From an optimization exercise on the open Yosys and OpenROAD flow, aimed at small area, a short achievable clock period and few clock cycles per item; shortcuts taken in it are not production practice.
Function was checked by simulation only, so behaviour that the tests miss may differ from the original.
Power figures rest on the tool's default switching activity, not on a simulated workload.

<file path="constraint.sdc">
create_clock -name core_clock -period 10.0 [get_ports {clk}]
set_input_delay 2.0000 -clock core_clock [delete_from_list [all_inputs] [get_ports {clk}]]
set_output_delay 2.0000 -clock core_clock [all_outputs]
set_load 0.01 [all_outputs]
</file>
<file path="config.mk">
export PLATFORM = sky130hd
export DESIGN_NAME = cla_mp_add_seq
export DESIGN_NICKNAME = cla_mp_add_seq
export VERILOG_FILES = /design/flow/design.v
export SDC_FILE = /design/flow/constraint.sdc
export NUM_CORES = 4
export LEC_CHECK = 0
export ABC_AREA = 1
export CAP_MARGIN = 20
export CORE_MARGIN = 2
export CORE_UTILIZATION = 40
export SLEW_MARGIN = 20
</file>
<file path="design.v">
package cla_pkg;
    localparam int WORD_W = 64;
    typedef enum logic [1:0] {IDLE, RUN, DONE} state_t;
    function automatic integer idx_w(input integer n);
        idx_w = n <= 1 ? 1 : $clog2(n);
    endfunction
endpackage
module add256 (
    input  logic [255:0] a,
    input  logic [255:0] b,
    input  logic         cin,
    output logic [255:0] sum,
    output logic         cout
);
    logic [255:0] p, g, c;
    logic [64:0] gg, gp;    
    assign p = a ^ b;
    assign g = a & b;
    assign gg[0] = cin;
    assign gp[0] = 1'b0;
    assign gg[1] = g[3] | g[2] & p[3] | g[1] & p[2] & p[3] | g[0] & p[1] & p[2] & p[3];
    assign gp[1] = p[0] & p[1] & p[2] & p[3];
    assign gg[2] = g[7] | g[6] & p[7] | g[5] & p[6] & p[7] | g[4] & p[5] & p[6] & p[7];
    assign gp[2] = p[4] & p[5] & p[6] & p[7];
    assign gg[3] = g[11] | g[10] & p[11] | g[9] & p[10] & p[11] | g[8] & p[9] & p[10] & p[11];
    assign gp[3] = p[8] & p[9] & p[10] & p[11];
    assign gg[4] = g[15] | g[14] & p[15] | g[13] & p[14] & p[15] | g[12] & p[13] & p[14] & p[15];
    assign gp[4] = p[12] & p[13] & p[14] & p[15];
    assign gg[5] = g[19] | g[18] & p[19] | g[17] & p[18] & p[19] | g[16] & p[17] & p[18] & p[19];
    assign gp[5] = p[16] & p[17] & p[18] & p[19];
    assign gg[6] = g[23] | g[22] & p[23] | g[21] & p[22] & p[23] | g[20] & p[21] & p[22] & p[23];
    assign gp[6] = p[20] & p[21] & p[22] & p[23];
    assign gg[7] = g[27] | g[26] & p[27] | g[25] & p[26] & p[27] | g[24] & p[25] & p[26] & p[27];
    assign gp[7] = p[24] & p[25] & p[26] & p[27];
    assign gg[8] = g[31] | g[30] & p[31] | g[29] & p[30] & p[31] | g[28] & p[29] & p[30] & p[31];
    assign gp[8] = p[28] & p[29] & p[30] & p[31];
    assign gg[9] = g[35] | g[34] & p[35] | g[33] & p[34] & p[35] | g[32] & p[33] & p[34] & p[35];
    assign gp[9] = p[32] & p[33] & p[34] & p[35];
    assign gg[10] = g[39] | g[38] & p[39] | g[37] & p[38] & p[39] | g[36] & p[37] & p[38] & p[39];
    assign gp[10] = p[36] & p[37] & p[38] & p[39];
    assign gg[11] = g[43] | g[42] & p[43] | g[41] & p[42] & p[43] | g[40] & p[41] & p[42] & p[43];
    assign gp[11] = p[40] & p[41] & p[42] & p[43];
    assign gg[12] = g[47] | g[46] & p[47] | g[45] & p[46] & p[47] | g[44] & p[45] & p[46] & p[47];
    assign gp[12] = p[44] & p[45] & p[46] & p[47];
    assign gg[13] = g[51] | g[50] & p[51] | g[49] & p[50] & p[51] | g[48] & p[49] & p[50] & p[51];
    assign gp[13] = p[48] & p[49] & p[50] & p[51];
    assign gg[14] = g[55] | g[54] & p[55] | g[53] & p[54] & p[55] | g[52] & p[53] & p[54] & p[55];
    assign gp[14] = p[52] & p[53] & p[54] & p[55];
    assign gg[15] = g[59] | g[58] & p[59] | g[57] & p[58] & p[59] | g[56] & p[57] & p[58] & p[59];
    assign gp[15] = p[56] & p[57] & p[58] & p[59];
    assign gg[16] = g[63] | g[62] & p[63] | g[61] & p[62] & p[63] | g[60] & p[61] & p[62] & p[63];
    assign gp[16] = p[60] & p[61] & p[62] & p[63];
    assign gg[17] = g[67] | g[66] & p[67] | g[65] & p[66] & p[67] | g[64] & p[65] & p[66] & p[67];
    assign gp[17] = p[64] & p[65] & p[66] & p[67];
    assign gg[18] = g[71] | g[70] & p[71] | g[69] & p[70] & p[71] | g[68] & p[69] & p[70] & p[71];
    assign gp[18] = p[68] & p[69] & p[70] & p[71];
    assign gg[19] = g[75] | g[74] & p[75] | g[73] & p[74] & p[75] | g[72] & p[73] & p[74] & p[75];
    assign gp[19] = p[72] & p[73] & p[74] & p[75];
    assign gg[20] = g[79] | g[78] & p[79] | g[77] & p[78] & p[79] | g[76] & p[77] & p[78] & p[79];
    assign gp[20] = p[76] & p[77] & p[78] & p[79];
    assign gg[21] = g[83] | g[82] & p[83] | g[81] & p[82] & p[83] | g[80] & p[81] & p[82] & p[83];
    assign gp[21] = p[80] & p[81] & p[82] & p[83];
    assign gg[22] = g[87] | g[86] & p[87] | g[85] & p[86] & p[87] | g[84] & p[85] & p[86] & p[87];
    assign gp[22] = p[84] & p[85] & p[86] & p[87];
    assign gg[23] = g[91] | g[90] & p[91] | g[89] & p[90] & p[91] | g[88] & p[89] & p[90] & p[91];
    assign gp[23] = p[88] & p[89] & p[90] & p[91];
    assign gg[24] = g[95] | g[94] & p[95] | g[93] & p[94] & p[95] | g[92] & p[93] & p[94] & p[95];
    assign gp[24] = p[92] & p[93] & p[94] & p[95];
    assign gg[25] = g[99] | g[98] & p[99] | g[97] & p[98] & p[99] | g[96] & p[97] & p[98] & p[99];
    assign gp[25] = p[96] & p[97] & p[98] & p[99];
    assign gg[26] = g[103] | g[102] & p[103] | g[101] & p[102] & p[103] | g[100] & p[101] & p[102] & p[103];
    assign gp[26] = p[100] & p[101] & p[102] & p[103];
    assign gg[27] = g[107] | g[106] & p[107] | g[105] & p[106] & p[107] | g[104] & p[105] & p[106] & p[107];
    assign gp[27] = p[104] & p[105] & p[106] & p[107];
    assign gg[28] = g[111] | g[110] & p[111] | g[109] & p[110] & p[111] | g[108] & p[109] & p[110] & p[111];
    assign gp[28] = p[108] & p[109] & p[110] & p[111];
    assign gg[29] = g[115] | g[114] & p[115] | g[113] & p[114] & p[115] | g[112] & p[113] & p[114] & p[115];
    assign gp[29] = p[112] & p[113] & p[114] & p[115];
    assign gg[30] = g[119] | g[118] & p[119] | g[117] & p[118] & p[119] | g[116] & p[117] & p[118] & p[119];
    assign gp[30] = p[116] & p[117] & p[118] & p[119];
    assign gg[31] = g[123] | g[122] & p[123] | g[121] & p[122] & p[123] | g[120] & p[121] & p[122] & p[123];
    assign gp[31] = p[120] & p[121] & p[122] & p[123];
    assign gg[32] = g[127] | g[126] & p[127] | g[125] & p[126] & p[127] | g[124] & p[125] & p[126] & p[127];
    assign gp[32] = p[124] & p[125] & p[126] & p[127];
    assign gg[33] = g[131] | g[130] & p[131] | g[129] & p[130] & p[131] | g[128] & p[129] & p[130] & p[131];
    assign gp[33] = p[128] & p[129] & p[130] & p[131];
    assign gg[34] = g[135] | g[134] & p[135] | g[133] & p[134] & p[135] | g[132] & p[133] & p[134] & p[135];
    assign gp[34] = p[132] & p[133] & p[134] & p[135];
    assign gg[35] = g[139] | g[138] & p[139] | g[137] & p[138] & p[139] | g[136] & p[137] & p[138] & p[139];
    assign gp[35] = p[136] & p[137] & p[138] & p[139];
    assign gg[36] = g[143] | g[142] & p[143] | g[141] & p[142] & p[143] | g[140] & p[141] & p[142] & p[143];
    assign gp[36] = p[140] & p[141] & p[142] & p[143];
    assign gg[37] = g[147] | g[146] & p[147] | g[145] & p[146] & p[147] | g[144] & p[145] & p[146] & p[147];
    assign gp[37] = p[144] & p[145] & p[146] & p[147];
    assign gg[38] = g[151] | g[150] & p[151] | g[149] & p[150] & p[151] | g[148] & p[149] & p[150] & p[151];
    assign gp[38] = p[148] & p[149] & p[150] & p[151];
    assign gg[39] = g[155] | g[154] & p[155] | g[153] & p[154] & p[155] | g[152] & p[153] & p[154] & p[155];
    assign gp[39] = p[152] & p[153] & p[154] & p[155];
    assign gg[40] = g[159] | g[158] & p[159] | g[157] & p[158] & p[159] | g[156] & p[157] & p[158] & p[159];
    assign gp[40] = p[156] & p[157] & p[158] & p[159];
    assign gg[41] = g[163] | g[162] & p[163] | g[161] & p[162] & p[163] | g[160] & p[161] & p[162] & p[163];
    assign gp[41] = p[160] & p[161] & p[162] & p[163];
    assign gg[42] = g[167] | g[166] & p[167] | g[165] & p[166] & p[167] | g[164] & p[165] & p[166] & p[167];
    assign gp[42] = p[164] & p[165] & p[166] & p[167];
    assign gg[43] = g[171] | g[170] & p[171] | g[169] & p[170] & p[171] | g[168] & p[169] & p[170] & p[171];
    assign gp[43] = p[168] & p[169] & p[170] & p[171];
    assign gg[44] = g[175] | g[174] & p[175] | g[173] & p[174] & p[175] | g[172] & p[173] & p[174] & p[175];
    assign gp[44] = p[172] & p[173] & p[174] & p[175];
    assign gg[45] = g[179] | g[178] & p[179] | g[177] & p[178] & p[179] | g[176] & p[177] & p[178] & p[179];
    assign gp[45] = p[176] & p[177] & p[178] & p[179];
    assign gg[46] = g[183] | g[182] & p[183] | g[181] & p[182] & p[183] | g[180] & p[181] & p[182] & p[183];
    assign gp[46] = p[180] & p[181] & p[182] & p[183];
    assign gg[47] = g[187] | g[186] & p[187] | g[185] & p[186] & p[187] | g[184] & p[185] & p[186] & p[187];
    assign gp[47] = p[184] & p[185] & p[186] & p[187];
    assign gg[48] = g[191] | g[190] & p[191] | g[189] & p[190] & p[191] | g[188] & p[189] & p[190] & p[191];
    assign gp[48] = p[188] & p[189] & p[190] & p[191];
    assign gg[49] = g[195] | g[194] & p[195] | g[193] & p[194] & p[195] | g[192] & p[193] & p[194] & p[195];
    assign gp[49] = p[192] & p[193] & p[194] & p[195];
    assign gg[50] = g[199] | g[198] & p[199] | g[197] & p[198] & p[199] | g[196] & p[197] & p[198] & p[199];
    assign gp[50] = p[196] & p[197] & p[198] & p[199];
    assign gg[51] = g[203] | g[202] & p[203] | g[201] & p[202] & p[203] | g[200] & p[201] & p[202] & p[203];
    assign gp[51] = p[200] & p[201] & p[202] & p[203];
    assign gg[52] = g[207] | g[206] & p[207] | g[205] & p[206] & p[207] | g[204] & p[205] & p[206] & p[207];
    assign gp[52] = p[204] & p[205] & p[206] & p[207];
    assign gg[53] = g[211] | g[210] & p[211] | g[209] & p[210] & p[211] | g[208] & p[209] & p[210] & p[211];
    assign gp[53] = p[208] & p[209] & p[210] & p[211];
    assign gg[54] = g[215] | g[214] & p[215] | g[213] & p[214] & p[215] | g[212] & p[213] & p[214] & p[215];
    assign gp[54] = p[212] & p[213] & p[214] & p[215];
    assign gg[55] = g[219] | g[218] & p[219] | g[217] & p[218] & p[219] | g[216] & p[217] & p[218] & p[219];
    assign gp[55] = p[216] & p[217] & p[218] & p[219];
    assign gg[56] = g[223] | g[222] & p[223] | g[221] & p[222] & p[223] | g[220] & p[221] & p[222] & p[223];
    assign gp[56] = p[220] & p[221] & p[222] & p[223];
    assign gg[57] = g[227] | g[226] & p[227] | g[225] & p[226] & p[227] | g[224] & p[225] & p[226] & p[227];
    assign gp[57] = p[224] & p[225] & p[226] & p[227];
    assign gg[58] = g[231] | g[230] & p[231] | g[229] & p[230] & p[231] | g[228] & p[229] & p[230] & p[231];
    assign gp[58] = p[228] & p[229] & p[230] & p[231];
    assign gg[59] = g[235] | g[234] & p[235] | g[233] & p[234] & p[235] | g[232] & p[233] & p[234] & p[235];
    assign gp[59] = p[232] & p[233] & p[234] & p[235];
    assign gg[60] = g[239] | g[238] & p[239] | g[237] & p[238] & p[239] | g[236] & p[237] & p[238] & p[239];
    assign gp[60] = p[236] & p[237] & p[238] & p[239];
    assign gg[61] = g[243] | g[242] & p[243] | g[241] & p[242] & p[243] | g[240] & p[241] & p[242] & p[243];
    assign gp[61] = p[240] & p[241] & p[242] & p[243];
    assign gg[62] = g[247] | g[246] & p[247] | g[245] & p[246] & p[247] | g[244] & p[245] & p[246] & p[247];
    assign gp[62] = p[244] & p[245] & p[246] & p[247];
    assign gg[63] = g[251] | g[250] & p[251] | g[249] & p[250] & p[251] | g[248] & p[249] & p[250] & p[251];
    assign gp[63] = p[248] & p[249] & p[250] & p[251];
    assign gg[64] = g[255] | g[254] & p[255] | g[253] & p[254] & p[255] | g[252] & p[253] & p[254] & p[255];
    assign gp[64] = p[252] & p[253] & p[254] & p[255];
    logic n1g, n1p;
    assign n1g = gg[1] | gp[1] & gg[0];
    assign n1p = gp[1] & gp[0];
    logic n2g, n2p;
    assign n2g = gg[3] | gp[3] & gg[2];
    assign n2p = gp[3] & gp[2];
    logic n3g, n3p;
    assign n3g = gg[5] | gp[5] & gg[4];
    assign n3p = gp[5] & gp[4];
    logic n4g, n4p;
    assign n4g = gg[7] | gp[7] & gg[6];
    assign n4p = gp[7] & gp[6];
    logic n5g, n5p;
    assign n5g = gg[9] | gp[9] & gg[8];
    assign n5p = gp[9] & gp[8];
    logic n6g, n6p;
    assign n6g = gg[11] | gp[11] & gg[10];
    assign n6p = gp[11] & gp[10];
    logic n7g, n7p;
    assign n7g = gg[13] | gp[13] & gg[12];
    assign n7p = gp[13] & gp[12];
    logic n8g, n8p;
    assign n8g = gg[15] | gp[15] & gg[14];
    assign n8p = gp[15] & gp[14];
    logic n9g, n9p;
    assign n9g = gg[17] | gp[17] & gg[16];
    assign n9p = gp[17] & gp[16];
    logic n10g, n10p;
    assign n10g = gg[19] | gp[19] & gg[18];
    assign n10p = gp[19] & gp[18];
    logic n11g, n11p;
    assign n11g = gg[21] | gp[21] & gg[20];
    assign n11p = gp[21] & gp[20];
    logic n12g, n12p;
    assign n12g = gg[23] | gp[23] & gg[22];
    assign n12p = gp[23] & gp[22];
    logic n13g, n13p;
    assign n13g = gg[25] | gp[25] & gg[24];
    assign n13p = gp[25] & gp[24];
    logic n14g, n14p;
    assign n14g = gg[27] | gp[27] & gg[26];
    assign n14p = gp[27] & gp[26];
    logic n15g, n15p;
    assign n15g = gg[29] | gp[29] & gg[28];
    assign n15p = gp[29] & gp[28];
    logic n16g, n16p;
    assign n16g = gg[31] | gp[31] & gg[30];
    assign n16p = gp[31] & gp[30];
    logic n17g, n17p;
    assign n17g = gg[33] | gp[33] & gg[32];
    assign n17p = gp[33] & gp[32];
    logic n18g, n18p;
    assign n18g = gg[35] | gp[35] & gg[34];
    assign n18p = gp[35] & gp[34];
    logic n19g, n19p;
    assign n19g = gg[37] | gp[37] & gg[36];
    assign n19p = gp[37] & gp[36];
    logic n20g, n20p;
    assign n20g = gg[39] | gp[39] & gg[38];
    assign n20p = gp[39] & gp[38];
    logic n21g, n21p;
    assign n21g = gg[41] | gp[41] & gg[40];
    assign n21p = gp[41] & gp[40];
    logic n22g, n22p;
    assign n22g = gg[43] | gp[43] & gg[42];
    assign n22p = gp[43] & gp[42];
    logic n23g, n23p;
    assign n23g = gg[45] | gp[45] & gg[44];
    assign n23p = gp[45] & gp[44];
    logic n24g, n24p;
    assign n24g = gg[47] | gp[47] & gg[46];
    assign n24p = gp[47] & gp[46];
    logic n25g, n25p;
    assign n25g = gg[49] | gp[49] & gg[48];
    assign n25p = gp[49] & gp[48];
    logic n26g, n26p;
    assign n26g = gg[51] | gp[51] & gg[50];
    assign n26p = gp[51] & gp[50];
    logic n27g, n27p;
    assign n27g = gg[53] | gp[53] & gg[52];
    assign n27p = gp[53] & gp[52];
    logic n28g, n28p;
    assign n28g = gg[55] | gp[55] & gg[54];
    assign n28p = gp[55] & gp[54];
    logic n29g, n29p;
    assign n29g = gg[57] | gp[57] & gg[56];
    assign n29p = gp[57] & gp[56];
    logic n30g, n30p;
    assign n30g = gg[59] | gp[59] & gg[58];
    assign n30p = gp[59] & gp[58];
    logic n31g, n31p;
    assign n31g = gg[61] | gp[61] & gg[60];
    assign n31p = gp[61] & gp[60];
    logic n32g, n32p;
    assign n32g = gg[63] | gp[63] & gg[62];
    assign n32p = gp[63] & gp[62];
    logic n33g, n33p;
    assign n33g = n2g | n2p & n1g;
    assign n33p = n2p & n1p;
    logic n34g, n34p;
    assign n34g = n4g | n4p & n3g;
    assign n34p = n4p & n3p;
    logic n35g, n35p;
    assign n35g = n6g | n6p & n5g;
    assign n35p = n6p & n5p;
    logic n36g, n36p;
    assign n36g = n8g | n8p & n7g;
    assign n36p = n8p & n7p;
    logic n37g, n37p;
    assign n37g = n10g | n10p & n9g;
    assign n37p = n10p & n9p;
    logic n38g, n38p;
    assign n38g = n12g | n12p & n11g;
    assign n38p = n12p & n11p;
    logic n39g, n39p;
    assign n39g = n14g | n14p & n13g;
    assign n39p = n14p & n13p;
    logic n40g, n40p;
    assign n40g = n16g | n16p & n15g;
    assign n40p = n16p & n15p;
    logic n41g, n41p;
    assign n41g = n18g | n18p & n17g;
    assign n41p = n18p & n17p;
    logic n42g, n42p;
    assign n42g = n20g | n20p & n19g;
    assign n42p = n20p & n19p;
    logic n43g, n43p;
    assign n43g = n22g | n22p & n21g;
    assign n43p = n22p & n21p;
    logic n44g, n44p;
    assign n44g = n24g | n24p & n23g;
    assign n44p = n24p & n23p;
    logic n45g, n45p;
    assign n45g = n26g | n26p & n25g;
    assign n45p = n26p & n25p;
    logic n46g, n46p;
    assign n46g = n28g | n28p & n27g;
    assign n46p = n28p & n27p;
    logic n47g, n47p;
    assign n47g = n30g | n30p & n29g;
    assign n47p = n30p & n29p;
    logic n48g, n48p;
    assign n48g = n32g | n32p & n31g;
    assign n48p = n32p & n31p;
    logic n49g, n49p;
    assign n49g = n34g | n34p & n33g;
    assign n49p = n34p & n33p;
    logic n50g, n50p;
    assign n50g = n36g | n36p & n35g;
    assign n50p = n36p & n35p;
    logic n51g, n51p;
    assign n51g = n38g | n38p & n37g;
    assign n51p = n38p & n37p;
    logic n52g, n52p;
    assign n52g = n40g | n40p & n39g;
    assign n52p = n40p & n39p;
    logic n53g, n53p;
    assign n53g = n42g | n42p & n41g;
    assign n53p = n42p & n41p;
    logic n54g, n54p;
    assign n54g = n44g | n44p & n43g;
    assign n54p = n44p & n43p;
    logic n55g, n55p;
    assign n55g = n46g | n46p & n45g;
    assign n55p = n46p & n45p;
    logic n56g, n56p;
    assign n56g = n48g | n48p & n47g;
    assign n56p = n48p & n47p;
    logic n57g, n57p;
    assign n57g = n50g | n50p & n49g;
    assign n57p = n50p & n49p;
    logic n58g, n58p;
    assign n58g = n52g | n52p & n51g;
    assign n58p = n52p & n51p;
    logic n59g, n59p;
    assign n59g = n54g | n54p & n53g;
    assign n59p = n54p & n53p;
    logic n60g, n60p;
    assign n60g = n56g | n56p & n55g;
    assign n60p = n56p & n55p;
    logic n61g, n61p;
    assign n61g = n58g | n58p & n57g;
    assign n61p = n58p & n57p;
    logic n62g, n62p;
    assign n62g = n60g | n60p & n59g;
    assign n62p = n60p & n59p;
    logic n63g, n63p;
    assign n63g = n62g | n62p & n61g;
    assign n63p = n62p & n61p;
    logic n64g, n64p;
    assign n64g = n59g | n59p & n61g;
    assign n64p = n59p & n61p;
    logic n65g, n65p;
    assign n65g = n51g | n51p & n57g;
    assign n65p = n51p & n57p;
    logic n66g, n66p;
    assign n66g = n53g | n53p & n61g;
    assign n66p = n53p & n61p;
    logic n67g, n67p;
    assign n67g = n55g | n55p & n64g;
    assign n67p = n55p & n64p;
    logic n68g, n68p;
    assign n68g = n35g | n35p & n49g;
    assign n68p = n35p & n49p;
    logic n69g, n69p;
    assign n69g = n37g | n37p & n57g;
    assign n69p = n37p & n57p;
    logic n70g, n70p;
    assign n70g = n39g | n39p & n65g;
    assign n70p = n39p & n65p;
    logic n71g, n71p;
    assign n71g = n41g | n41p & n61g;
    assign n71p = n41p & n61p;
    logic n72g, n72p;
    assign n72g = n43g | n43p & n66g;
    assign n72p = n43p & n66p;
    logic n73g, n73p;
    assign n73g = n45g | n45p & n64g;
    assign n73p = n45p & n64p;
    logic n74g, n74p;
    assign n74g = n47g | n47p & n67g;
    assign n74p = n47p & n67p;
    logic n75g, n75p;
    assign n75g = n3g | n3p & n33g;
    assign n75p = n3p & n33p;
    logic n76g, n76p;
    assign n76g = n5g | n5p & n49g;
    assign n76p = n5p & n49p;
    logic n77g, n77p;
    assign n77g = n7g | n7p & n68g;
    assign n77p = n7p & n68p;
    logic n78g, n78p;
    assign n78g = n9g | n9p & n57g;
    assign n78p = n9p & n57p;
    logic n79g, n79p;
    assign n79g = n11g | n11p & n69g;
    assign n79p = n11p & n69p;
    logic n80g, n80p;
    assign n80g = n13g | n13p & n65g;
    assign n80p = n13p & n65p;
    logic n81g, n81p;
    assign n81g = n15g | n15p & n70g;
    assign n81p = n15p & n70p;
    logic n82g, n82p;
    assign n82g = n17g | n17p & n61g;
    assign n82p = n17p & n61p;
    logic n83g, n83p;
    assign n83g = n19g | n19p & n71g;
    assign n83p = n19p & n71p;
    logic n84g, n84p;
    assign n84g = n21g | n21p & n66g;
    assign n84p = n21p & n66p;
    logic n85g, n85p;
    assign n85g = n23g | n23p & n72g;
    assign n85p = n23p & n72p;
    logic n86g, n86p;
    assign n86g = n25g | n25p & n64g;
    assign n86p = n25p & n64p;
    logic n87g, n87p;
    assign n87g = n27g | n27p & n73g;
    assign n87p = n27p & n73p;
    logic n88g, n88p;
    assign n88g = n29g | n29p & n67g;
    assign n88p = n29p & n67p;
    logic n89g, n89p;
    assign n89g = n31g | n31p & n74g;
    assign n89p = n31p & n74p;
    logic n90g, n90p;
    assign n90g = gg[2] | gp[2] & n1g;
    assign n90p = gp[2] & n1p;
    logic n91g, n91p;
    assign n91g = gg[4] | gp[4] & n33g;
    assign n91p = gp[4] & n33p;
    logic n92g, n92p;
    assign n92g = gg[6] | gp[6] & n75g;
    assign n92p = gp[6] & n75p;
    logic n93g, n93p;
    assign n93g = gg[8] | gp[8] & n49g;
    assign n93p = gp[8] & n49p;
    logic n94g, n94p;
    assign n94g = gg[10] | gp[10] & n76g;
    assign n94p = gp[10] & n76p;
    logic n95g, n95p;
    assign n95g = gg[12] | gp[12] & n68g;
    assign n95p = gp[12] & n68p;
    logic n96g, n96p;
    assign n96g = gg[14] | gp[14] & n77g;
    assign n96p = gp[14] & n77p;
    logic n97g, n97p;
    assign n97g = gg[16] | gp[16] & n57g;
    assign n97p = gp[16] & n57p;
    logic n98g, n98p;
    assign n98g = gg[18] | gp[18] & n78g;
    assign n98p = gp[18] & n78p;
    logic n99g, n99p;
    assign n99g = gg[20] | gp[20] & n69g;
    assign n99p = gp[20] & n69p;
    logic n100g, n100p;
    assign n100g = gg[22] | gp[22] & n79g;
    assign n100p = gp[22] & n79p;
    logic n101g, n101p;
    assign n101g = gg[24] | gp[24] & n65g;
    assign n101p = gp[24] & n65p;
    logic n102g, n102p;
    assign n102g = gg[26] | gp[26] & n80g;
    assign n102p = gp[26] & n80p;
    logic n103g, n103p;
    assign n103g = gg[28] | gp[28] & n70g;
    assign n103p = gp[28] & n70p;
    logic n104g, n104p;
    assign n104g = gg[30] | gp[30] & n81g;
    assign n104p = gp[30] & n81p;
    logic n105g, n105p;
    assign n105g = gg[32] | gp[32] & n61g;
    assign n105p = gp[32] & n61p;
    logic n106g, n106p;
    assign n106g = gg[34] | gp[34] & n82g;
    assign n106p = gp[34] & n82p;
    logic n107g, n107p;
    assign n107g = gg[36] | gp[36] & n71g;
    assign n107p = gp[36] & n71p;
    logic n108g, n108p;
    assign n108g = gg[38] | gp[38] & n83g;
    assign n108p = gp[38] & n83p;
    logic n109g, n109p;
    assign n109g = gg[40] | gp[40] & n66g;
    assign n109p = gp[40] & n66p;
    logic n110g, n110p;
    assign n110g = gg[42] | gp[42] & n84g;
    assign n110p = gp[42] & n84p;
    logic n111g, n111p;
    assign n111g = gg[44] | gp[44] & n72g;
    assign n111p = gp[44] & n72p;
    logic n112g, n112p;
    assign n112g = gg[46] | gp[46] & n85g;
    assign n112p = gp[46] & n85p;
    logic n113g, n113p;
    assign n113g = gg[48] | gp[48] & n64g;
    assign n113p = gp[48] & n64p;
    logic n114g, n114p;
    assign n114g = gg[50] | gp[50] & n86g;
    assign n114p = gp[50] & n86p;
    logic n115g, n115p;
    assign n115g = gg[52] | gp[52] & n73g;
    assign n115p = gp[52] & n73p;
    logic n116g, n116p;
    assign n116g = gg[54] | gp[54] & n87g;
    assign n116p = gp[54] & n87p;
    logic n117g, n117p;
    assign n117g = gg[56] | gp[56] & n67g;
    assign n117p = gp[56] & n67p;
    logic n118g, n118p;
    assign n118g = gg[58] | gp[58] & n88g;
    assign n118p = gp[58] & n88p;
    logic n119g, n119p;
    assign n119g = gg[60] | gp[60] & n74g;
    assign n119p = gp[60] & n74p;
    logic n120g, n120p;
    assign n120g = gg[62] | gp[62] & n89g;
    assign n120p = gp[62] & n89p;
    logic n121g, n121p;
    assign n121g = gg[64] | gp[64] & n63g;
    assign n121p = gp[64] & n63p;
    logic [64:0] gc;    
    assign gc[0] = gg[0];
    assign gc[1] = n1g;
    assign gc[2] = n90g;
    assign gc[3] = n33g;
    assign gc[4] = n91g;
    assign gc[5] = n75g;
    assign gc[6] = n92g;
    assign gc[7] = n49g;
    assign gc[8] = n93g;
    assign gc[9] = n76g;
    assign gc[10] = n94g;
    assign gc[11] = n68g;
    assign gc[12] = n95g;
    assign gc[13] = n77g;
    assign gc[14] = n96g;
    assign gc[15] = n57g;
    assign gc[16] = n97g;
    assign gc[17] = n78g;
    assign gc[18] = n98g;
    assign gc[19] = n69g;
    assign gc[20] = n99g;
    assign gc[21] = n79g;
    assign gc[22] = n100g;
    assign gc[23] = n65g;
    assign gc[24] = n101g;
    assign gc[25] = n80g;
    assign gc[26] = n102g;
    assign gc[27] = n70g;
    assign gc[28] = n103g;
    assign gc[29] = n81g;
    assign gc[30] = n104g;
    assign gc[31] = n61g;
    assign gc[32] = n105g;
    assign gc[33] = n82g;
    assign gc[34] = n106g;
    assign gc[35] = n71g;
    assign gc[36] = n107g;
    assign gc[37] = n83g;
    assign gc[38] = n108g;
    assign gc[39] = n66g;
    assign gc[40] = n109g;
    assign gc[41] = n84g;
    assign gc[42] = n110g;
    assign gc[43] = n72g;
    assign gc[44] = n111g;
    assign gc[45] = n85g;
    assign gc[46] = n112g;
    assign gc[47] = n64g;
    assign gc[48] = n113g;
    assign gc[49] = n86g;
    assign gc[50] = n114g;
    assign gc[51] = n73g;
    assign gc[52] = n115g;
    assign gc[53] = n87g;
    assign gc[54] = n116g;
    assign gc[55] = n67g;
    assign gc[56] = n117g;
    assign gc[57] = n88g;
    assign gc[58] = n118g;
    assign gc[59] = n74g;
    assign gc[60] = n119g;
    assign gc[61] = n89g;
    assign gc[62] = n120g;
    assign gc[63] = n63g;
    assign gc[64] = n121g;
    assign c[0] = gc[0];
    assign c[1] = g[0] | p[0] & gc[0];
    assign c[2] = g[1] | g[0] & p[1] | p[0] & p[1] & gc[0];
    assign c[3] = g[2] | g[1] & p[2] | g[0] & p[1] & p[2] | p[0] & p[1] & p[2] & gc[0];
    assign c[4] = gc[1];
    assign c[5] = g[4] | p[4] & gc[1];
    assign c[6] = g[5] | g[4] & p[5] | p[4] & p[5] & gc[1];
    assign c[7] = g[6] | g[5] & p[6] | g[4] & p[5] & p[6] | p[4] & p[5] & p[6] & gc[1];
    assign c[8] = gc[2];
    assign c[9] = g[8] | p[8] & gc[2];
    assign c[10] = g[9] | g[8] & p[9] | p[8] & p[9] & gc[2];
    assign c[11] = g[10] | g[9] & p[10] | g[8] & p[9] & p[10] | p[8] & p[9] & p[10] & gc[2];
    assign c[12] = gc[3];
    assign c[13] = g[12] | p[12] & gc[3];
    assign c[14] = g[13] | g[12] & p[13] | p[12] & p[13] & gc[3];
    assign c[15] = g[14] | g[13] & p[14] | g[12] & p[13] & p[14] | p[12] & p[13] & p[14] & gc[3];
    assign c[16] = gc[4];
    assign c[17] = g[16] | p[16] & gc[4];
    assign c[18] = g[17] | g[16] & p[17] | p[16] & p[17] & gc[4];
    assign c[19] = g[18] | g[17] & p[18] | g[16] & p[17] & p[18] | p[16] & p[17] & p[18] & gc[4];
    assign c[20] = gc[5];
    assign c[21] = g[20] | p[20] & gc[5];
    assign c[22] = g[21] | g[20] & p[21] | p[20] & p[21] & gc[5];
    assign c[23] = g[22] | g[21] & p[22] | g[20] & p[21] & p[22] | p[20] & p[21] & p[22] & gc[5];
    assign c[24] = gc[6];
    assign c[25] = g[24] | p[24] & gc[6];
    assign c[26] = g[25] | g[24] & p[25] | p[24] & p[25] & gc[6];
    assign c[27] = g[26] | g[25] & p[26] | g[24] & p[25] & p[26] | p[24] & p[25] & p[26] & gc[6];
    assign c[28] = gc[7];
    assign c[29] = g[28] | p[28] & gc[7];
    assign c[30] = g[29] | g[28] & p[29] | p[28] & p[29] & gc[7];
    assign c[31] = g[30] | g[29] & p[30] | g[28] & p[29] & p[30] | p[28] & p[29] & p[30] & gc[7];
    assign c[32] = gc[8];
    assign c[33] = g[32] | p[32] & gc[8];
    assign c[34] = g[33] | g[32] & p[33] | p[32] & p[33] & gc[8];
    assign c[35] = g[34] | g[33] & p[34] | g[32] & p[33] & p[34] | p[32] & p[33] & p[34] & gc[8];
    assign c[36] = gc[9];
    assign c[37] = g[36] | p[36] & gc[9];
    assign c[38] = g[37] | g[36] & p[37] | p[36] & p[37] & gc[9];
    assign c[39] = g[38] | g[37] & p[38] | g[36] & p[37] & p[38] | p[36] & p[37] & p[38] & gc[9];
    assign c[40] = gc[10];
    assign c[41] = g[40] | p[40] & gc[10];
    assign c[42] = g[41] | g[40] & p[41] | p[40] & p[41] & gc[10];
    assign c[43] = g[42] | g[41] & p[42] | g[40] & p[41] & p[42] | p[40] & p[41] & p[42] & gc[10];
    assign c[44] = gc[11];
    assign c[45] = g[44] | p[44] & gc[11];
    assign c[46] = g[45] | g[44] & p[45] | p[44] & p[45] & gc[11];
    assign c[47] = g[46] | g[45] & p[46] | g[44] & p[45] & p[46] | p[44] & p[45] & p[46] & gc[11];
    assign c[48] = gc[12];
    assign c[49] = g[48] | p[48] & gc[12];
    assign c[50] = g[49] | g[48] & p[49] | p[48] & p[49] & gc[12];
    assign c[51] = g[50] | g[49] & p[50] | g[48] & p[49] & p[50] | p[48] & p[49] & p[50] & gc[12];
    assign c[52] = gc[13];
    assign c[53] = g[52] | p[52] & gc[13];
    assign c[54] = g[53] | g[52] & p[53] | p[52] & p[53] & gc[13];
    assign c[55] = g[54] | g[53] & p[54] | g[52] & p[53] & p[54] | p[52] & p[53] & p[54] & gc[13];
    assign c[56] = gc[14];
    assign c[57] = g[56] | p[56] & gc[14];
    assign c[58] = g[57] | g[56] & p[57] | p[56] & p[57] & gc[14];
    assign c[59] = g[58] | g[57] & p[58] | g[56] & p[57] & p[58] | p[56] & p[57] & p[58] & gc[14];
    assign c[60] = gc[15];
    assign c[61] = g[60] | p[60] & gc[15];
    assign c[62] = g[61] | g[60] & p[61] | p[60] & p[61] & gc[15];
    assign c[63] = g[62] | g[61] & p[62] | g[60] & p[61] & p[62] | p[60] & p[61] & p[62] & gc[15];
    assign c[64] = gc[16];
    assign c[65] = g[64] | p[64] & gc[16];
    assign c[66] = g[65] | g[64] & p[65] | p[64] & p[65] & gc[16];
    assign c[67] = g[66] | g[65] & p[66] | g[64] & p[65] & p[66] | p[64] & p[65] & p[66] & gc[16];
    assign c[68] = gc[17];
    assign c[69] = g[68] | p[68] & gc[17];
    assign c[70] = g[69] | g[68] & p[69] | p[68] & p[69] & gc[17];
    assign c[71] = g[70] | g[69] & p[70] | g[68] & p[69] & p[70] | p[68] & p[69] & p[70] & gc[17];
    assign c[72] = gc[18];
    assign c[73] = g[72] | p[72] & gc[18];
    assign c[74] = g[73] | g[72] & p[73] | p[72] & p[73] & gc[18];
    assign c[75] = g[74] | g[73] & p[74] | g[72] & p[73] & p[74] | p[72] & p[73] & p[74] & gc[18];
    assign c[76] = gc[19];
    assign c[77] = g[76] | p[76] & gc[19];
    assign c[78] = g[77] | g[76] & p[77] | p[76] & p[77] & gc[19];
    assign c[79] = g[78] | g[77] & p[78] | g[76] & p[77] & p[78] | p[76] & p[77] & p[78] & gc[19];
    assign c[80] = gc[20];
    assign c[81] = g[80] | p[80] & gc[20];
    assign c[82] = g[81] | g[80] & p[81] | p[80] & p[81] & gc[20];
    assign c[83] = g[82] | g[81] & p[82] | g[80] & p[81] & p[82] | p[80] & p[81] & p[82] & gc[20];
    assign c[84] = gc[21];
    assign c[85] = g[84] | p[84] & gc[21];
    assign c[86] = g[85] | g[84] & p[85] | p[84] & p[85] & gc[21];
    assign c[87] = g[86] | g[85] & p[86] | g[84] & p[85] & p[86] | p[84] & p[85] & p[86] & gc[21];
    assign c[88] = gc[22];
    assign c[89] = g[88] | p[88] & gc[22];
    assign c[90] = g[89] | g[88] & p[89] | p[88] & p[89] & gc[22];
    assign c[91] = g[90] | g[89] & p[90] | g[88] & p[89] & p[90] | p[88] & p[89] & p[90] & gc[22];
    assign c[92] = gc[23];
    assign c[93] = g[92] | p[92] & gc[23];
    assign c[94] = g[93] | g[92] & p[93] | p[92] & p[93] & gc[23];
    assign c[95] = g[94] | g[93] & p[94] | g[92] & p[93] & p[94] | p[92] & p[93] & p[94] & gc[23];
    assign c[96] = gc[24];
    assign c[97] = g[96] | p[96] & gc[24];
    assign c[98] = g[97] | g[96] & p[97] | p[96] & p[97] & gc[24];
    assign c[99] = g[98] | g[97] & p[98] | g[96] & p[97] & p[98] | p[96] & p[97] & p[98] & gc[24];
    assign c[100] = gc[25];
    assign c[101] = g[100] | p[100] & gc[25];
    assign c[102] = g[101] | g[100] & p[101] | p[100] & p[101] & gc[25];
    assign c[103] = g[102] | g[101] & p[102] | g[100] & p[101] & p[102] | p[100] & p[101] & p[102] & gc[25];
    assign c[104] = gc[26];
    assign c[105] = g[104] | p[104] & gc[26];
    assign c[106] = g[105] | g[104] & p[105] | p[104] & p[105] & gc[26];
    assign c[107] = g[106] | g[105] & p[106] | g[104] & p[105] & p[106] | p[104] & p[105] & p[106] & gc[26];
    assign c[108] = gc[27];
    assign c[109] = g[108] | p[108] & gc[27];
    assign c[110] = g[109] | g[108] & p[109] | p[108] & p[109] & gc[27];
    assign c[111] = g[110] | g[109] & p[110] | g[108] & p[109] & p[110] | p[108] & p[109] & p[110] & gc[27];
    assign c[112] = gc[28];
    assign c[113] = g[112] | p[112] & gc[28];
    assign c[114] = g[113] | g[112] & p[113] | p[112] & p[113] & gc[28];
    assign c[115] = g[114] | g[113] & p[114] | g[112] & p[113] & p[114] | p[112] & p[113] & p[114] & gc[28];
    assign c[116] = gc[29];
    assign c[117] = g[116] | p[116] & gc[29];
    assign c[118] = g[117] | g[116] & p[117] | p[116] & p[117] & gc[29];
    assign c[119] = g[118] | g[117] & p[118] | g[116] & p[117] & p[118] | p[116] & p[117] & p[118] & gc[29];
    assign c[120] = gc[30];
    assign c[121] = g[120] | p[120] & gc[30];
    assign c[122] = g[121] | g[120] & p[121] | p[120] & p[121] & gc[30];
    assign c[123] = g[122] | g[121] & p[122] | g[120] & p[121] & p[122] | p[120] & p[121] & p[122] & gc[30];
    assign c[124] = gc[31];
    assign c[125] = g[124] | p[124] & gc[31];
    assign c[126] = g[125] | g[124] & p[125] | p[124] & p[125] & gc[31];
    assign c[127] = g[126] | g[125] & p[126] | g[124] & p[125] & p[126] | p[124] & p[125] & p[126] & gc[31];
    assign c[128] = gc[32];
    assign c[129] = g[128] | p[128] & gc[32];
    assign c[130] = g[129] | g[128] & p[129] | p[128] & p[129] & gc[32];
    assign c[131] = g[130] | g[129] & p[130] | g[128] & p[129] & p[130] | p[128] & p[129] & p[130] & gc[32];
    assign c[132] = gc[33];
    assign c[133] = g[132] | p[132] & gc[33];
    assign c[134] = g[133] | g[132] & p[133] | p[132] & p[133] & gc[33];
    assign c[135] = g[134] | g[133] & p[134] | g[132] & p[133] & p[134] | p[132] & p[133] & p[134] & gc[33];
    assign c[136] = gc[34];
    assign c[137] = g[136] | p[136] & gc[34];
    assign c[138] = g[137] | g[136] & p[137] | p[136] & p[137] & gc[34];
    assign c[139] = g[138] | g[137] & p[138] | g[136] & p[137] & p[138] | p[136] & p[137] & p[138] & gc[34];
    assign c[140] = gc[35];
    assign c[141] = g[140] | p[140] & gc[35];
    assign c[142] = g[141] | g[140] & p[141] | p[140] & p[141] & gc[35];
    assign c[143] = g[142] | g[141] & p[142] | g[140] & p[141] & p[142] | p[140] & p[141] & p[142] & gc[35];
    assign c[144] = gc[36];
    assign c[145] = g[144] | p[144] & gc[36];
    assign c[146] = g[145] | g[144] & p[145] | p[144] & p[145] & gc[36];
    assign c[147] = g[146] | g[145] & p[146] | g[144] & p[145] & p[146] | p[144] & p[145] & p[146] & gc[36];
    assign c[148] = gc[37];
    assign c[149] = g[148] | p[148] & gc[37];
    assign c[150] = g[149] | g[148] & p[149] | p[148] & p[149] & gc[37];
    assign c[151] = g[150] | g[149] & p[150] | g[148] & p[149] & p[150] | p[148] & p[149] & p[150] & gc[37];
    assign c[152] = gc[38];
    assign c[153] = g[152] | p[152] & gc[38];
    assign c[154] = g[153] | g[152] & p[153] | p[152] & p[153] & gc[38];
    assign c[155] = g[154] | g[153] & p[154] | g[152] & p[153] & p[154] | p[152] & p[153] & p[154] & gc[38];
    assign c[156] = gc[39];
    assign c[157] = g[156] | p[156] & gc[39];
    assign c[158] = g[157] | g[156] & p[157] | p[156] & p[157] & gc[39];
    assign c[159] = g[158] | g[157] & p[158] | g[156] & p[157] & p[158] | p[156] & p[157] & p[158] & gc[39];
    assign c[160] = gc[40];
    assign c[161] = g[160] | p[160] & gc[40];
    assign c[162] = g[161] | g[160] & p[161] | p[160] & p[161] & gc[40];
    assign c[163] = g[162] | g[161] & p[162] | g[160] & p[161] & p[162] | p[160] & p[161] & p[162] & gc[40];
    assign c[164] = gc[41];
    assign c[165] = g[164] | p[164] & gc[41];
    assign c[166] = g[165] | g[164] & p[165] | p[164] & p[165] & gc[41];
    assign c[167] = g[166] | g[165] & p[166] | g[164] & p[165] & p[166] | p[164] & p[165] & p[166] & gc[41];
    assign c[168] = gc[42];
    assign c[169] = g[168] | p[168] & gc[42];
    assign c[170] = g[169] | g[168] & p[169] | p[168] & p[169] & gc[42];
    assign c[171] = g[170] | g[169] & p[170] | g[168] & p[169] & p[170] | p[168] & p[169] & p[170] & gc[42];
    assign c[172] = gc[43];
    assign c[173] = g[172] | p[172] & gc[43];
    assign c[174] = g[173] | g[172] & p[173] | p[172] & p[173] & gc[43];
    assign c[175] = g[174] | g[173] & p[174] | g[172] & p[173] & p[174] | p[172] & p[173] & p[174] & gc[43];
    assign c[176] = gc[44];
    assign c[177] = g[176] | p[176] & gc[44];
    assign c[178] = g[177] | g[176] & p[177] | p[176] & p[177] & gc[44];
    assign c[179] = g[178] | g[177] & p[178] | g[176] & p[177] & p[178] | p[176] & p[177] & p[178] & gc[44];
    assign c[180] = gc[45];
    assign c[181] = g[180] | p[180] & gc[45];
    assign c[182] = g[181] | g[180] & p[181] | p[180] & p[181] & gc[45];
    assign c[183] = g[182] | g[181] & p[182] | g[180] & p[181] & p[182] | p[180] & p[181] & p[182] & gc[45];
    assign c[184] = gc[46];
    assign c[185] = g[184] | p[184] & gc[46];
    assign c[186] = g[185] | g[184] & p[185] | p[184] & p[185] & gc[46];
    assign c[187] = g[186] | g[185] & p[186] | g[184] & p[185] & p[186] | p[184] & p[185] & p[186] & gc[46];
    assign c[188] = gc[47];
    assign c[189] = g[188] | p[188] & gc[47];
    assign c[190] = g[189] | g[188] & p[189] | p[188] & p[189] & gc[47];
    assign c[191] = g[190] | g[189] & p[190] | g[188] & p[189] & p[190] | p[188] & p[189] & p[190] & gc[47];
    assign c[192] = gc[48];
    assign c[193] = g[192] | p[192] & gc[48];
    assign c[194] = g[193] | g[192] & p[193] | p[192] & p[193] & gc[48];
    assign c[195] = g[194] | g[193] & p[194] | g[192] & p[193] & p[194] | p[192] & p[193] & p[194] & gc[48];
    assign c[196] = gc[49];
    assign c[197] = g[196] | p[196] & gc[49];
    assign c[198] = g[197] | g[196] & p[197] | p[196] & p[197] & gc[49];
    assign c[199] = g[198] | g[197] & p[198] | g[196] & p[197] & p[198] | p[196] & p[197] & p[198] & gc[49];
    assign c[200] = gc[50];
    assign c[201] = g[200] | p[200] & gc[50];
    assign c[202] = g[201] | g[200] & p[201] | p[200] & p[201] & gc[50];
    assign c[203] = g[202] | g[201] & p[202] | g[200] & p[201] & p[202] | p[200] & p[201] & p[202] & gc[50];
    assign c[204] = gc[51];
    assign c[205] = g[204] | p[204] & gc[51];
    assign c[206] = g[205] | g[204] & p[205] | p[204] & p[205] & gc[51];
    assign c[207] = g[206] | g[205] & p[206] | g[204] & p[205] & p[206] | p[204] & p[205] & p[206] & gc[51];
    assign c[208] = gc[52];
    assign c[209] = g[208] | p[208] & gc[52];
    assign c[210] = g[209] | g[208] & p[209] | p[208] & p[209] & gc[52];
    assign c[211] = g[210] | g[209] & p[210] | g[208] & p[209] & p[210] | p[208] & p[209] & p[210] & gc[52];
    assign c[212] = gc[53];
    assign c[213] = g[212] | p[212] & gc[53];
    assign c[214] = g[213] | g[212] & p[213] | p[212] & p[213] & gc[53];
    assign c[215] = g[214] | g[213] & p[214] | g[212] & p[213] & p[214] | p[212] & p[213] & p[214] & gc[53];
    assign c[216] = gc[54];
    assign c[217] = g[216] | p[216] & gc[54];
    assign c[218] = g[217] | g[216] & p[217] | p[216] & p[217] & gc[54];
    assign c[219] = g[218] | g[217] & p[218] | g[216] & p[217] & p[218] | p[216] & p[217] & p[218] & gc[54];
    assign c[220] = gc[55];
    assign c[221] = g[220] | p[220] & gc[55];
    assign c[222] = g[221] | g[220] & p[221] | p[220] & p[221] & gc[55];
    assign c[223] = g[222] | g[221] & p[222] | g[220] & p[221] & p[222] | p[220] & p[221] & p[222] & gc[55];
    assign c[224] = gc[56];
    assign c[225] = g[224] | p[224] & gc[56];
    assign c[226] = g[225] | g[224] & p[225] | p[224] & p[225] & gc[56];
    assign c[227] = g[226] | g[225] & p[226] | g[224] & p[225] & p[226] | p[224] & p[225] & p[226] & gc[56];
    assign c[228] = gc[57];
    assign c[229] = g[228] | p[228] & gc[57];
    assign c[230] = g[229] | g[228] & p[229] | p[228] & p[229] & gc[57];
    assign c[231] = g[230] | g[229] & p[230] | g[228] & p[229] & p[230] | p[228] & p[229] & p[230] & gc[57];
    assign c[232] = gc[58];
    assign c[233] = g[232] | p[232] & gc[58];
    assign c[234] = g[233] | g[232] & p[233] | p[232] & p[233] & gc[58];
    assign c[235] = g[234] | g[233] & p[234] | g[232] & p[233] & p[234] | p[232] & p[233] & p[234] & gc[58];
    assign c[236] = gc[59];
    assign c[237] = g[236] | p[236] & gc[59];
    assign c[238] = g[237] | g[236] & p[237] | p[236] & p[237] & gc[59];
    assign c[239] = g[238] | g[237] & p[238] | g[236] & p[237] & p[238] | p[236] & p[237] & p[238] & gc[59];
    assign c[240] = gc[60];
    assign c[241] = g[240] | p[240] & gc[60];
    assign c[242] = g[241] | g[240] & p[241] | p[240] & p[241] & gc[60];
    assign c[243] = g[242] | g[241] & p[242] | g[240] & p[241] & p[242] | p[240] & p[241] & p[242] & gc[60];
    assign c[244] = gc[61];
    assign c[245] = g[244] | p[244] & gc[61];
    assign c[246] = g[245] | g[244] & p[245] | p[244] & p[245] & gc[61];
    assign c[247] = g[246] | g[245] & p[246] | g[244] & p[245] & p[246] | p[244] & p[245] & p[246] & gc[61];
    assign c[248] = gc[62];
    assign c[249] = g[248] | p[248] & gc[62];
    assign c[250] = g[249] | g[248] & p[249] | p[248] & p[249] & gc[62];
    assign c[251] = g[250] | g[249] & p[250] | g[248] & p[249] & p[250] | p[248] & p[249] & p[250] & gc[62];
    assign c[252] = gc[63];
    assign c[253] = g[252] | p[252] & gc[63];
    assign c[254] = g[253] | g[252] & p[253] | p[252] & p[253] & gc[63];
    assign c[255] = g[254] | g[253] & p[254] | g[252] & p[253] & p[254] | p[252] & p[253] & p[254] & gc[63];
    assign sum = p ^ c;
    assign cout = gc[64];
endmodule
import cla_pkg::*;
module cla_mp_add_seq #(
    parameter int NUM_WORDS = 4
) (
    input  logic                                 clk,
    input  logic                                 rst,
    input  logic                                 in_valid,
    output logic                                 in_ready,
    input  logic [NUM_WORDS*cla_pkg::WORD_W-1:0] in_a,
    input  logic [NUM_WORDS*cla_pkg::WORD_W-1:0] in_b,
    input  logic                                 in_cin,
    input  logic                                 in_sub,
    output logic                                 out_valid,
    input  logic                                 out_ready,
    output logic [NUM_WORDS*cla_pkg::WORD_W-1:0] out_sum,
    output logic                                 out_cout,
    output logic                                 out_ovf,
    output logic                                 busy
);
    localparam int W = NUM_WORDS * WORD_W;
    logic [W-1:0] bb, s, sum_r;
    logic         c0, co, cout_r, ovf_r, valid_r, take;
    assign bb   = in_b ^ {W{in_sub}};
    assign c0   = in_cin ^ in_sub;
    assign take = ~valid_r | out_ready;
    add256 u_add (.a(in_a), .b(bb), .cin(c0), .sum(s), .cout(co));
    always_ff @(posedge clk) begin
        if (rst) valid_r <= 1'b0;
        else if (take) valid_r <= in_valid;
    end
    always_ff @(posedge clk) begin
        if (take) begin
            sum_r  <= s;
            cout_r <= co;
            ovf_r  <= in_a[W-1] ^ bb[W-1] ^ s[W-1] ^ co;
        end
    end
    assign in_ready  = take;
    assign out_valid = valid_r;
    assign busy      = valid_r;
    assign out_sum   = sum_r;
    assign out_cout  = cout_r;
    assign out_ovf   = ovf_r;
endmodule
</file>
<file path="run.sh">
#!/bin/bash
# synth_recipe.tcl (not shown) runs the flow's synth.tcl, then flattens the netlist and writes it again
# the make line also repeats each setting of config.mk as NAME=value (left out here)
make -C /OpenROAD-flow-scripts/flow DESIGN_CONFIG=/design/flow/config.mk WORK_HOME=/design/flow/orfs CLKGATE_MAP_FILE= SYNTH_SCRIPT=/design/flow/synth_recipe.tcl finish
</file>
==> impl_metrics.toml, run 1 <==
[sta]
finClkSkew_ps = 11.2
min_period_ps = 6320
worstMarginPinSlew_ps = 905
timing.final.crit_share_pct = 63.2
rsz0062_at_grt = "no"
relSlewSlack_pct = 39.7
setup_viol = 0
finalWorstSetupSlack_ps = 3680
finalHoldViolations = 0
slew_viol_final = 0
max_freq_mhz = 158
tns_ps = 0

[synthesis]
synthFlopType = "edfxtp_1"
ys_async_sr_fraction_pct = 0
syn_inst = 2426
synth_area_um2 = 22200
synth_area_leader_cell = "edfxtp_1"
syn_nets = 3264
synth-seq-area-share_pct = 34.9
yosysMostFrequentCell = "inv_1"
synth_commonest_cells = "inv_1, nand2_1, xor2_1, edfxtp_1, ha_1"
synth_edf_count = 258
yosys_warnings = 1
yosysUniqueCellTypes = 50
synth_top_area_share_pct = 34.8
ys_ff_latch = 259
yosys-top-cells-area = "edfxtp_1, ha_1, xor2_1, inv_1, nand2_1"
avgSynthCellArea_um2 = 9.17

[critical_path]
setup.worst_path.end_class = "flip-flop"
crit_top_cell = "nand2_2"
max_stage_delay_ps = 770
critPathMaxFanout = 71
crit_family = "simple AND/OR/NAND/NOR gates"
path_buf_inv = 4
required_ps = 10290
cp-start-kind = "input port"
arrival_ps = 6610
cpMaxStageDelayCell = "buf_4"
crit_type = "in2reg"

[placed_design]
pre_cts_ws_ps = 3150
dp_hpwl_mm = 73.2
portBuffers = 778
place_congestion = 0.931

[pwr]
switchingPower_w = 0.00189
leakage_nw = 14.7
switching_share_pct = 34.3
power_frac_seq_pct = 31.7
power_frac_clock_pct = 23.7
internal_power_w = 0.00361
p_comb_share_pct = 44.7
power_w = 0.00550
vdd_drop_max_uv = 102
powerDensity_nw_per_um2 = 171

[grt]
grt_max_degree = 72
grt_pass1_wl_mm = 123
grt-ovfl-total = 0
grt_pass1_vias = 19823
antenna_found_initial = 41
grt_usage_pct = 29.2

[hold_path]
hold_class = "reg2reg"

[floorplan]
fp.dieW_um = 240
start_util_pct = 40.4
fp.coreArea_um2 = 55100
design.portCount = 779
num_rows = 86
die-area_um2 = 57500
die_h_um = 240

[clock_tree]
h-tree-depth = 2
cts_resized = 0
tritoncts = "built"
cts_buffer_depth = 3
hold_buffers = 0
cts_root_buf = "clkbuf_16"
insertion_delay_ps = 550
post_cts_buffers = 0
cts.sinks = 259
clk_pin_slew_ps = 60
cts_made_buffers = 38

[routing]
viasPerCell = 4.88
drc = 0
dr.first_iter.drc_count = 939
num_vias = 19577
wl_per_cell_um = 21.5
routed_wl_mm = 86.3
antenna_left = 0
first_pass_iters = 5

[final_layout]
fillers = 4922
seq_area_um2 = 7770
area.growth.synth_to_final_pct = 44.5
nNetsFinal = 4054
drive_above_1_share_pct = 3.51
multiInputGateArea_um2 = 12800
final_core_util_pct = 58.3

[run]
cap_violations = 0

[status]
status = "finished clean"
layer usage:
metal / wire length, µm / share of wire (%) / track usage (%) / vias to the layer above
met5: 258 / 0.30 / 0 / -
met3: 7910 / 9.2 / 11.0 / 184
met1: 31700 / 37 / 31.4 / 9207
met2: 42500 / 49 / 51.6 / 640
li1: - / - / - / 9508
met4: 3840 / 4.4 / 11.5 / 38
area by class of cell:
class | instances | share of cell area (%)
antenna | 21 | 0.163
clock buffer | 52 | 3.48
clock inverter | 16 | 0.214
inverter | 415 | 4.85
multi-input combinational | 1716 | 39.8
sequential | 259 | 24.2
tap | 748 | 2.91
timing repair buffer | 786 | 24.5
power groups by stage:
| stage | Sequential (W) | Combinational [W] | Clock, W |
|---|---|---|---|
| CTS | 0.00174 | 0.00247 | 0.00134 |
| detailed placement | 0.00176 | 0.00245 | 0 |
| finish | 0.00174 | 0.00246 | 0.00130 |
| floorplan | 0.00194 | 0.000980 | 0 |
| global route | 0.00177 | 0.00266 | 0.00137 |
| global placement | 0.00175 | 0.00243 | 0 |
cell usage in the layout (no fill, tap or decap), drive strengths merged, types with 9 or more instances in the layout:
cell type,instances
clkdlybuf4s50,777
nor2,142
buf,9
nand2,402
fa,64
diode,21
inv,415
o21bai,17
xnor2,150
a21o,17
nor3,12
nand3,102
a31oi,16
clkbuf,52
ha,256
clkinv,16
edfxtp,258
o21ai,55
a21oi,161
xor2,276
nand4,14
state kept, by name (all words and copies together), names as in the netlist:
name,count
valid_r,1
cout_r,1
ovf_r,1
sum_r,256
path summary, 6_finish.rpt:
kind / startpoint / endpoint / slack [ps] / cells after the start
max: in_sub / sum_r[249] / 3680 / 28
min: valid_r / sum_r[99] / 1030 / 1
max reg2reg: valid_r / sum_r[163] / 7320 / 3
min reg2reg: valid_r / sum_r[99] / 1030 / 1
cell families (layout without fill, tap and decap cells):
group,after synthesis,count (layout),synth area share [%]
compound gates,288,288,7.63
fa+ha+maj,320,320,20.2
simple gates,682,682,12.8
buf+inv,451,1269,7.67
flops,259,259,34.9
other cells,0,21,0
xor+xnor,426,426,16.8
through the flow:
stage          instances  cell area [µm²]  hold WS [ps]
2_1_floorplan       2426            22200          2070
3_3_place_gp        3924            30900          1030
3_5_place_dp        3924            30900          1040
4_1_cts             3992            32100          1040
5_1_grt             4009            32100          1070
6_report            4013            32100          1030
worst reg2reg max path: cells and delay by family (launching register included):
kind                   cells  cell delay, ps
buffers and inverters      2            1500
flip-flops                 1             350
AND/OR/NAND/NOR            1             420
Testbench counts, summed over its fixed seeds: cycles 1,608, items 1,600.
==> inputs of run 2 (changes only) <==
--- a/config.mk
+++ b/config.mk
@@ -9,4 +9,5 @@
 export CAP_MARGIN = 20
 export CORE_MARGIN = 2
 export CORE_UTILIZATION = 40
+export SETUP_SLACK_MARGIN = 5
 export SLEW_MARGIN = 20
==> impl_metrics.toml, run 2 <==
[sta]
max_freq_mhz = 200
timing.final.crit_share_pct = 49.9
slew_viol_final = 0
tns_ps = 0
worstMarginPinSlew_ps = 1030
rsz0062_at_grt = "yes"
setup_viol = 0
whs_ps = 1020
min_period_ps = 4990
relSlewSlack_pct = 31.2
finalHoldViolations = 0
finClkSkew_ps = 21.0

[floorplan]
design.portCount = 779
start_util_pct = 40.4
die_h_um = 240
num_rows = 86
die-area_um2 = 57500
fp.dieW_um = 240
fp.coreArea_um2 = 55100

[critical_path]
reg2reg_slack_ps = 7060
setup.worst_path.end_class = "primary output"
crit_type = "in2out"
required_ps = 8000
rr_worst_depth = 4
cp-start-kind = "input port"
crit_start = "out_ready"
reg2reg_from = "valid_r"
arrival_ps = 2990
timing.rr.end = "sum_r[40]"
critPathMaxFanout = 2

[hold_path]
hold_start = "valid_r"
hold_depth = 1
hold_path_end = "sum_r[147]"
hold_class = "reg2reg"

[pwr]
powerDensity_nw_per_um2 = 166
vdd_drop_max_uv = 98.8
power_frac_clock_pct = 23.7
leakage_nw = 16.4
power_frac_seq_pct = 29.7
internal_power_w = 0.00385
p_comb_share_pct = 46.6
switching_share_pct = 34.4
switchingPower_w = 0.00202

[clock_tree]
cts_root_buf = "clkbuf_16"
insertion_delay_ps = 550
cts.sinks = 259
cts_buffer_depth = 3
cts_made_buffers = 37
tritoncts = "built"
h-tree-depth = 2
clk_pin_slew_ps = 60

[synthesis]
yosys-top-cells-area = "edfxtp_1, ha_1, xor2_1, inv_1, nand2_1"
avgSynthCellArea_um2 = 9.17
synth_xor_area_share_pct = 16.8
yosys_warnings = 1
synth_edf_count = 258
synth_area_um2 = 22200
synthFlopType = "edfxtp_1"
synth_compound_area_share_pct = 7.63
synthMuxAreaShare_pct = 0
yosysUniqueCellTypes = 50
syn_nets = 3264
ys_async_sr_fraction_pct = 0
synth_area_leader_cell = "edfxtp_1"
yosysMostFrequentCell = "inv_1"
synth-simple-area-share_pct = 12.8
synth_top_family_by_area = "adder cells"
syn_inst = 2426
synth_commonest_cells = "inv_1, nand2_1, xor2_1, edfxtp_1, ha_1"
synth_top_area_share_pct = 34.8
ys_ff_latch = 259
synthAdderAreaFrac_pct = 20.2
synth-seq-area-share_pct = 34.9

[status]
status = "finished clean"

[placed_design]
dp_hpwl_mm = 72.5
place_congestion = 0.952
portBuffers = 778

[routing]
num_vias = 20650
dr.first_iter.drc_count = 1004
routed_wl_mm = 93.7
wl_per_cell_um = 22.5
first_pass_iters = 7
viasPerCell = 4.95
drc = 0
antenna_left = 0

[grt]
grt_pass1_vias = 20444
antenna_found_initial = 44
grt-ovfl-total = 0
grt_usage_pct = 30.3
grt_pass1_wl_mm = 127
grt_max_degree = 73

[final_layout]
final_cell_mix = "clkdlybuf4s50_1, inv_1, nand2_1"
nNetsFinal = 4200
top_register = "sum_r"
final_common_cell = "clkdlybuf4s50_1"
largest_register_ffs = 256
area.growth.synth_to_final_pct = 59.4
drive_above_1_share_pct = 15.8

[run]
cap_violations = 0
-- run 2: routing by layer --
metal,wire length [µm],up-vias,global-route usage [%]
li1,-,9821,-
met1,32800,9813,31.8
met2,48300,775,55.5
met3,8400,217,10.3
met4,4050,24,11.4
met5,168,-,0
-- run 2: cells by family (layout without fill, tap and decap cells) --
group                    after synthesis  count (layout)
XOR/XNOR                             426             426
adder cells (fa/ha/maj)              320             320
flip-flops                           259             259
other                                  0              34
buffers and inverters                451            1413
AND/OR/NAND/NOR                      682             683
AO/OA/AOI/OAI                        288             288
-- run 2: final cells by class --
class / count / area (µm²)
Timing Repair Buffer: 932 / 9440
Sequential cell: 259 / 7770
Multi-Input combinational cell: 1717 / 14400
Inverter: 415 / 1570
Antenna cell: 34 / 85.1
Clock buffer: 48 / 1030
Tap cell: 748 / 936
Fill cell: 4625 / 19600
Clock inverter: 18 / 225
-- run 2: metrics by stage --
| stage | area, µm² | power (W) | cells | util (%) | setup WS (ps) |
|---|---|---|---|---|---|
| after floorplan | 22500 | 0.00292 | 2426 | - | 4730 |
| after global placement | 31100 | 0.00419 | 3924 | 56.4 | 3100 |
| after detailed placement | 31100 | 0.00422 | 3924 | 56.4 | 3060 |
| after CTS | 33200 | 0.00571 | 4035 | 60.3 | 4980 |
| after global routing | 35400 | 0.00616 | 4161 | 64.3 | 4910 |
| final | 35500 | 0.00588 | 4171 | 64.4 | 5010 |
-- run 2: worst max-delay path by stage --
| stage | to |
|---|---|
| floorplan | sum_r[248] |
| global placement | sum_r[248] |
| detailed placement | sum_r[249] |
| CTS | sum_r[249] |
| global route | sum_r[168] |
| finish | in_ready |
-- run 2: power groups by stage --
stage | Sequential (W) | Clock (W) | Combinational (W)
after floorplan | 0.00193 | 0 | 0.00100
after global placement | 0.00176 | 0 | 0.00242
after detailed placement | 0.00176 | 0 | 0.00245
after CTS | 0.00175 | 0.00142 | 0.00254
after global routing | 0.00177 | 0.00146 | 0.00293
final | 0.00175 | 0.00139 | 0.00274
-- run 2: repair_timing --
item                                    in CTS  in global routing
endpoints found under the setup margin     236                 96
pin swaps                                   33                202
gates cloned                                 9                  4
hold buffers                                 0                  0
resized for setup                           96                316
setup buffers                               36                 98
-- run 2: critical path, cell delays in order --
cell,delay [ps]
clkdlybuf4s50_1,510
clkinvlp_4,150
nand2_8,150
buf_4,160
==> inputs of run 3 (changes only) <==
--- a/config.mk
+++ b/config.mk
@@ -9,5 +9,6 @@
 export CAP_MARGIN = 20
 export CORE_MARGIN = 2
 export CORE_UTILIZATION = 40
+export CTS_BUF_LIST = sky130_fd_sc_hd__clkbuf_4 sky130_fd_sc_hd__clkbuf_8
 export SETUP_SLACK_MARGIN = 5
 export SLEW_MARGIN = 20
==> impl_metrics.toml, run 3 <==
[final_layout]
finalInstanceArea_um2 = 34300
fillers = 4798
top_register = "sum_r"
area.growth.synth_to_final_pct = 54.0
nNetsFinal = 4161
largest_register_ffs = 256
fin_cells = 4141
final_cell_mix = "clkdlybuf4s50_1, inv_1, nand2_1"
final_common_cell = "clkdlybuf4s50_1"
drive_above_1_share_pct = 12.0

[placed_design]
dp.cells = 3924
placed_area_um2 = 31100
place_congestion = 0.952
dp_hpwl_mm = 72.5
portBuffers = 778

[sta]
setup_viol = 0
timing.final.crit_share_pct = 49.9
tns_ps = 0
finClkSkew_ps = 11.0
finalHoldViolations = 0
min_period_ps = 4990
slew_viol_final = 0
relSlewSlack_pct = 31.2
worstMarginPinSlew_ps = 1030
rsz0062_at_grt = "yes"
max_freq_mhz = 200

[synthesis]
ys_ff_latch = 259
synth_top_area_share_pct = 34.8
synth_commonest_cells = "inv_1, nand2_1, xor2_1, edfxtp_1, ha_1"
syn_inst = 2426
synth-seq-area-share_pct = 34.9
yosys-top-cells-area = "edfxtp_1, ha_1, xor2_1, inv_1, nand2_1"
synth_area_leader_cell = "edfxtp_1"
yosysUniqueCellTypes = 50
synth_edf_count = 258
synthFlopType = "edfxtp_1"
synth_area_um2 = 22200
syn_nets = 3264
yosys_warnings = 1
ys_async_sr_fraction_pct = 0
avgSynthCellArea_um2 = 9.17
yosysMostFrequentCell = "inv_1"

[routing]
dr.first_iter.drc_count = 972
wl_per_cell_um = 22.2
viasPerCell = 4.91
drc = 0
routed_wl_mm = 92.1
num_vias = 20319
antenna_left = 0
first_pass_iters = 8

[clock_tree]
insertion_delay_ps = 650
h-tree-depth = 2
tritoncts = "built"
cts_root_buf = "clkbuf_8"
cts_buffer_depth = 3
cts_made_buffers = 52
cts.sinks = 259
clk_pin_slew_ps = 60

[grt]
grt_pass1_wl_mm = 127
grt_usage_pct = 30.4
grt_max_degree = 73
antenna_found_initial = 36
grt-ovfl-total = 0
grt_pass1_vias = 20455

[critical_path]
required_ps = 8000
setup.worst_path.end_class = "primary output"
rr_worst_depth = 4
reg2reg_slack_ps = 7040
reg2reg_from = "valid_r"
cp-start-kind = "input port"
crit_type = "in2out"
arrival_ps = 2990
timing.rr.end = "sum_r[28]"
critPathMaxFanout = 2

[hold_path]
hold_path_end = "sum_r[222]"
hold_class = "reg2reg"
hold_start = "valid_r"
hold_depth = 1

[pwr]
internal_power_w = 0.00355
power_frac_clock_pct = 20.5
powerDensity_nw_per_um2 = 161
p_comb_share_pct = 47.9
switching_share_pct = 35.8
power_frac_seq_pct = 31.6
switchingPower_w = 0.00198
vdd_drop_max_uv = 102
leakage_nw = 15.8

[floorplan]
design.portCount = 779
die-area_um2 = 57500
start_util_pct = 40.4
fp.dieW_um = 240
fp.coreArea_um2 = 55100
num_rows = 86
die_h_um = 240

[run]
cap_violations = 0

[status]
status = "finished clean"
[run 3: changes by cell type in the layout (fill, tap and decap cells not counted), sizes merged, moves of 5 or more]
cell,previous run,this run
dlymetal6s2s,45,25
diode,34,29
buf,150,97
clkbuf,52,62
clkinv,9,29
clkdlybuf4s50,721,748
dlygate4sd2,10,3
[run 3: final cells by class]
type / instances / area, µm² / area share [%]
flip-flops and latches: 259 / 7770 / 22.7
multi-input cells: 1717 / 14000 / 40.8
diodes: 29 / 72.6 / 0.212
well taps: 748 / 936 / 2.73
clock inverters: 34 / 220 / 0.643
repair buffers: 878 / 8910 / 26.0
clock buffers: 61 / 790 / 2.30
inverters: 415 / 1570 / 4.57
[run 3: cell families after synthesis]
group | after synthesis | share of synthesized area [%]
and+or+nand+nor | 682 | 12.8
buffers and inverters | 451 | 7.67
xor gates and xnor gates | 426 | 16.8
adders and majority gates | 320 | 20.2
AOI/OAI and AO/OA | 288 | 7.63
DFF | 259 | 34.9
[run 3: repair_timing]
action / CTS / global route
endpoints found under the setup margin: 230 / 68
resized for setup: 44 / 218
gates cloned: 8 / 1
pin swaps: 12 / 96
buffers inserted: 22 / 62
hold buffers: 0 / 0
[run 3: worst max-delay path by stage]
stage | to | start | slack (ps) | cells after the start
after global routing | sum_r[244] | in_sub | 4930 | 28
after global placement | sum_r[248] | in_sub | 3100 | 28
after floorplan | sum_r[248] | in_sub | 4730 | 30
final | in_ready | out_ready | 5010 | 4
after detailed placement | sum_r[249] | in_sub | 3060 | 28
after CTS | sum_r[200] | in_b[0] | 5010 | 27
[run 3: power groups by stage]
stage | clock [W] | combinational (W) | sequential [W]
after floorplan | 0 | 0.00100 | 0.00193
after global placement | 0 | 0.00242 | 0.00176
after detailed placement | 0 | 0.00245 | 0.00176
after CTS | 0.00116 | 0.00251 | 0.00175
after global routing | 0.00120 | 0.00285 | 0.00177
final | 0.00113 | 0.00265 | 0.00175
[run 3: metal layers]
| layer | routed length (µm) | GRT usage [%] |
|---|---|---|
| met4 | 3820 | 12.3 |
| met3 | 8780 | 10.6 |
| met2 | 47300 | 55.7 |
| met1 | 32000 | 31.5 |
| met5 | 152 | 0 |
[run 3: worst max-delay path, stage by stage]
cell	delay, ps
clkdlybuf4s50_1	510
clkinvlp_4	150
nand2_8	150
buf_4	160
[run 3: stage by stage]
step / util [%] / setup slack [ps] / total power (W) / hold slack, ps
floorplan: - / 4730 / 0.00292 / 1600
global placement: 56.4 / 3100 / 0.00419 / 901
detailed placement: 56.4 / 3060 / 0.00422 / 911
CTS: 59.3 / 5010 / 0.00542 / 1040
global route: 62.1 / 4930 / 0.00582 / 1060
finish: 62.2 / 5010 / 0.00552 / 1030

==> separate check: timing with driven ports <==
In the flow no input, the clock included, has a driving cell. The finished layouts below were timed again as built, in two steps.
Step 1 assumes that a clkbuf_16 drives the clock port and a buf_2 every other input.
Step 2 times the ports against the registers' clock, not the clock port: input delays grow and output delays shrink by t, the midpoint of the rising clock arrivals with the driver on.
a / b / c = no drivers / after step 1 / after step 2; a / b = the first two.
| run | t (ns) | setup WS [ns] |
|---|---|---|
| run 1 | 0.599 | 3.676 / 3.684 / 3.085 |
| run 2 | 0.602 | 5.006 / 4.677 / 4.075 |
| run 3 | 0.702 | 5.009 / 4.854 / 4.152 |
After both steps setup and hold are still met in every run listed.
